This is an optimization exercise on Yosys and OpenROAD, whose aim is small area, a short achievable clock period and few clock cycles, not a production implementation. Function was checked by simulation only, so behaviour that the tests miss may differ from the original.

// path_fan_tessellator_core
module path_fan_tessellator_core #(
   parameter int MAX_SEGMENTS = 64,
   parameter int VERTEX_LIMIT = 65536
) (
   input  logic      clock,
   input  logic      reset,
   input  logic         req_valid,
   output logic         req_ready,
   input  logic [1:0]   req_type,
   input  logic         req_new_path,
   input  logic [23:0]  req_p0_x,
   input  logic [23:0]  req_p0_y,
   input  logic [23:0]  req_p1_x,
   input  logic [23:0]  req_p1_y,
   input  logic [23:0]  req_p2_x,
   input  logic [23:0]  req_p2_y,
   output logic         rsp_valid,
   input  logic         rsp_ready,
   output logic         rsp_vertex_valid,
   output logic [15:0]  rsp_vertex_index,
   output logic [23:0]  rsp_vertex_x,
   output logic [23:0]  rsp_vertex_y,
   output logic         rsp_tri_valid,
   output logic [15:0]  rsp_tri_first,
   output logic [15:0]  rsp_tri_prev,
   output logic [15:0]  rsp_tri_curr,
   output logic         rsp_dropped,
   output logic         rsp_last
);
For scale: about 10000 cells after synthesis, about 620 flip-flops, roughly 270 I/O pins.
clock: 12.0 ns
lec_check: 0
cap_margin: 20
core_margin: 2
core_utilization: 40
place_density: 0.6
slew_margin: 20
run.sh (not shown) runs the stock make flow with config.mk's settings and CLKGATE_MAP_FILE= SYNTH_SCRIPT=/design/flow/synth_recipe.tcl, a recipe that flattens the netlist after the stock synthesis.
The first run completed with no timing, DRC or antenna violations.
Testbench counts at the start, summed over its fixed seeds: cycles 30,875.
Edit:
==> flow/flow/run.sh (new file) <==
#!/bin/bash
# Layout flow: the standard layout (standard synthesis, floorplan, place,
# CTS, routing) with the timing repair steps asked to leave 7 ns of setup slack
# at the design's 12 ns clock instead of the default margin. The clock, the
# constraints and the synthesis are unchanged. The make output goes to
# flow_make.log; ORFS keeps each step's log under orfs/logs/.
set -euo pipefail
cd "$(dirname "$0")/.."
bash standard.sh SETUP_SLACK_MARGIN=7 finish > flow_make.log 2>&1
==> flow/standard.sh (new file) <==
#!/bin/bash
# synth_recipe.tcl (not shown) runs the flow's synth.tcl, then flattens the netlist and writes it again
# the make line also repeats each setting of config.mk as NAME=value (left out here)
make -C /OpenROAD-flow-scripts/flow DESIGN_CONFIG=/design/flow/config.mk WORK_HOME=/design/flow/orfs CLKGATE_MAP_FILE= SYNTH_SCRIPT=/design/flow/synth_recipe.tcl "${@:-finish}"
Settings changed: CORE_UTILIZATION 40 to 60, PLACE_DENSITY 0.6 to 0.72.
removed: flow/run.sh
Effect:
- The changed run ran to the end with no violations
- hold slack improves by 0.036 ns
- area after synthesis stays the same
- global-route usage rose by 14 points
- utilization is higher by 23 points
- flip-flop and latch count is unchanged
Edit:
Settings changed: CORE_UTILIZATION 60 to 40, PLACE_DENSITY 0.72 to 0.6.
The new run passed the timing, design-rule and antenna checks.
Cell area came out higher by 1.7%.
Synthesized area stays the same.
Die area came out higher by 49%.
Register-to-register slack is worse by 0.03 ns.
Clock skew came out lower by 0.013 ns.
Via count came out lower by 1.9%.
First-iteration DRC count came out lower by 16%.
Clock-buffer cell count stays the same.
Worst hold slack is worse by 0.020 ns.
Sequential share of layout area came out lower by 0.31 points.

---

## v6
path_fan_tessellator_core, a different RTL version from the one above (not shown whole).
For scale: about 620 flip-flops, about 270 I/O pins, about 87000 µm² of cells after synthesis.
Design path_fan_tessellator_core, start of the top module:
module path_fan_tessellator_core #(
   parameter int MAX_SEGMENTS = 64,
   parameter int VERTEX_LIMIT = 65536
) (
   input  logic      clock,
   input  logic      reset,
   input  logic         req_valid,
   output logic         req_ready,
   input  logic [1:0]   req_type,
   input  logic         req_new_path,
   input  logic [23:0]  req_p0_x,
   input  logic [23:0]  req_p0_y,
   input  logic [23:0]  req_p1_x,
   input  logic [23:0]  req_p1_y,
   input  logic [23:0]  req_p2_x,
   input  logic [23:0]  req_p2_y,
   output logic         rsp_valid,
   input  logic         rsp_ready,
   output logic         rsp_vertex_valid,
   output logic [15:0]  rsp_vertex_index,
   output logic [23:0]  rsp_vertex_x,
   output logic [23:0]  rsp_vertex_y,
   output logic         rsp_tri_valid,
   output logic [15:0]  rsp_tri_first,
   output logic [15:0]  rsp_tri_prev,
   output logic [15:0]  rsp_tri_curr,
   output logic         rsp_dropped,
   output logic         rsp_last
);
   logic        cv_ff;
   logic [1:0]  ct_ff;
   logic        cn_ff;
   logic        take, done;
   logic [2:0]  state_ff, state_in;
   logic [16:0] last_ff, last_in;      
   logic [15:0] lm1_ff, lm1_in;        
   logic [15:0] first_ff, first_in;
   logic        first_ok_ff, first_ok_in;
   logic        prev_ok_ff, prev_ok_in;
   logic [6:0]  n_ff, n_in;
   logic [6:0]  rem_ff, rem_in;
   logic [4:0]  j_ff, j_in;
   logic [5:0]  i_ff, i_in;
   logic        rv_ff, rv_in;
  ...
clock: 12.0 ns
lec_check: 0
cap_margin: 20
core_margin: 2
core_utilization: 40
place_density: 0.6
slew_margin: 20
standard.sh (not shown) runs the stock make flow with config.mk's settings and CLKGATE_MAP_FILE= SYNTH_SCRIPT=/design/flow/synth_recipe.tcl, a recipe that flattens the netlist after the stock synthesis.
==> flow/flow/run.sh <==
#!/bin/bash
# Layout flow: the standard layout (standard synthesis, floorplan, place,
# CTS, routing) with the timing repair steps asked to leave 7.5 ns of setup slack
# at the design's 12 ns clock instead of the default margin. The clock, the
# constraints and the synthesis are unchanged. The make output goes to
# flow_make.log; ORFS keeps each step's log under orfs/logs/.
set -euo pipefail
cd "$(dirname "$0")/.."
bash standard.sh SETUP_SLACK_MARGIN=7.5 finish > flow_make.log 2>&1
Testbench counts of v6, summed over its fixed seeds: cycles 30,875.
Here is what was changed in the inputs of v7 compared with v6.
==> flow/flow/run.sh <==
#!/bin/bash
# Layout flow: the standard layout (standard synthesis, floorplan, place,
# CTS, routing) with the timing repair steps asked to leave 7 ns of setup slack
# at the design's 12 ns clock instead of the default margin. The clock, the
# constraints and the synthesis are unchanged. The make output goes to
# flow_make.log; ORFS keeps each step's log under orfs/logs/.
set -euo pipefail
cd "$(dirname "$0")/.."
bash standard.sh SETUP_SLACK_MARGIN=7 finish > flow_make.log 2>&1
[summary]
- [v7 vs v6] filler cell count in the final layout: higher in v7
- Looking at cell with the largest stage delay on the worst path, the sky130_fd_sc_hd__fa_1 result is from v6; the sky130_fd_sc_hd__dfxtp_1 one comes from v7.
- Compared with v6, v7 has less setup slack.
- [compare] base=v6 new=v7: count of cells resized by post-cts repair has decreased; met1 capacity usage during global routing now sits higher.
- Number of signal-net buffers in the layout delta for v7 relative to v6: 283 lower
- v7 does better than v6 on global-route wire length before repair.

## afterwards: timing with drivers on the ports
The flow's constraints put no driver on any port. The routed layouts listed below were extracted and timed again, unchanged, in two steps. Step 1 (the two cells are an assumption about what drives the block):
set clk [get_ports {clock}]
set_driving_cell -lib_cell sky130_fd_sc_hd__clkbuf_16 $clk
set_driving_cell -lib_cell sky130_fd_sc_hd__buf_2 [delete_from_list [all_inputs] $clk]
Step 2 also shifts input and output timing later by t, the mid clock arrival at the registers, as if the neighbouring blocks saw the same clock. a / b / c = ideal ports / drivers / drivers and shift; a / b = the first two.
| run | t (ns) | setup slack, ns | worst setup path after step 2 | worst data-port slew with drivers (ns) |
|---|---|---|---|---|
| the first run of note 1 | 0.845 | 5.963 / 5.963 / 5.561 | input to register | 0.11 |
| the second run of note 1 | 0.805 | 7.010 / 7.010 / 6.609 | input to register | 0.12 |
| the third run of note 1 | 0.845 | 6.976 / 6.976 / 6.785 | input to register | 0.18 |
| v6 | 0.845 | 7.096 / 7.096 / 6.447 | input to register | 0.16 |
| v7 | 0.858 | 7.057 / 7.057 / 6.356 | input to register | 0.13 |
After both steps every run listed still meets setup and hold. The setup slack of v7, which loses most, moves by 0.000 ns with the drivers and by -0.701 ns with both steps.
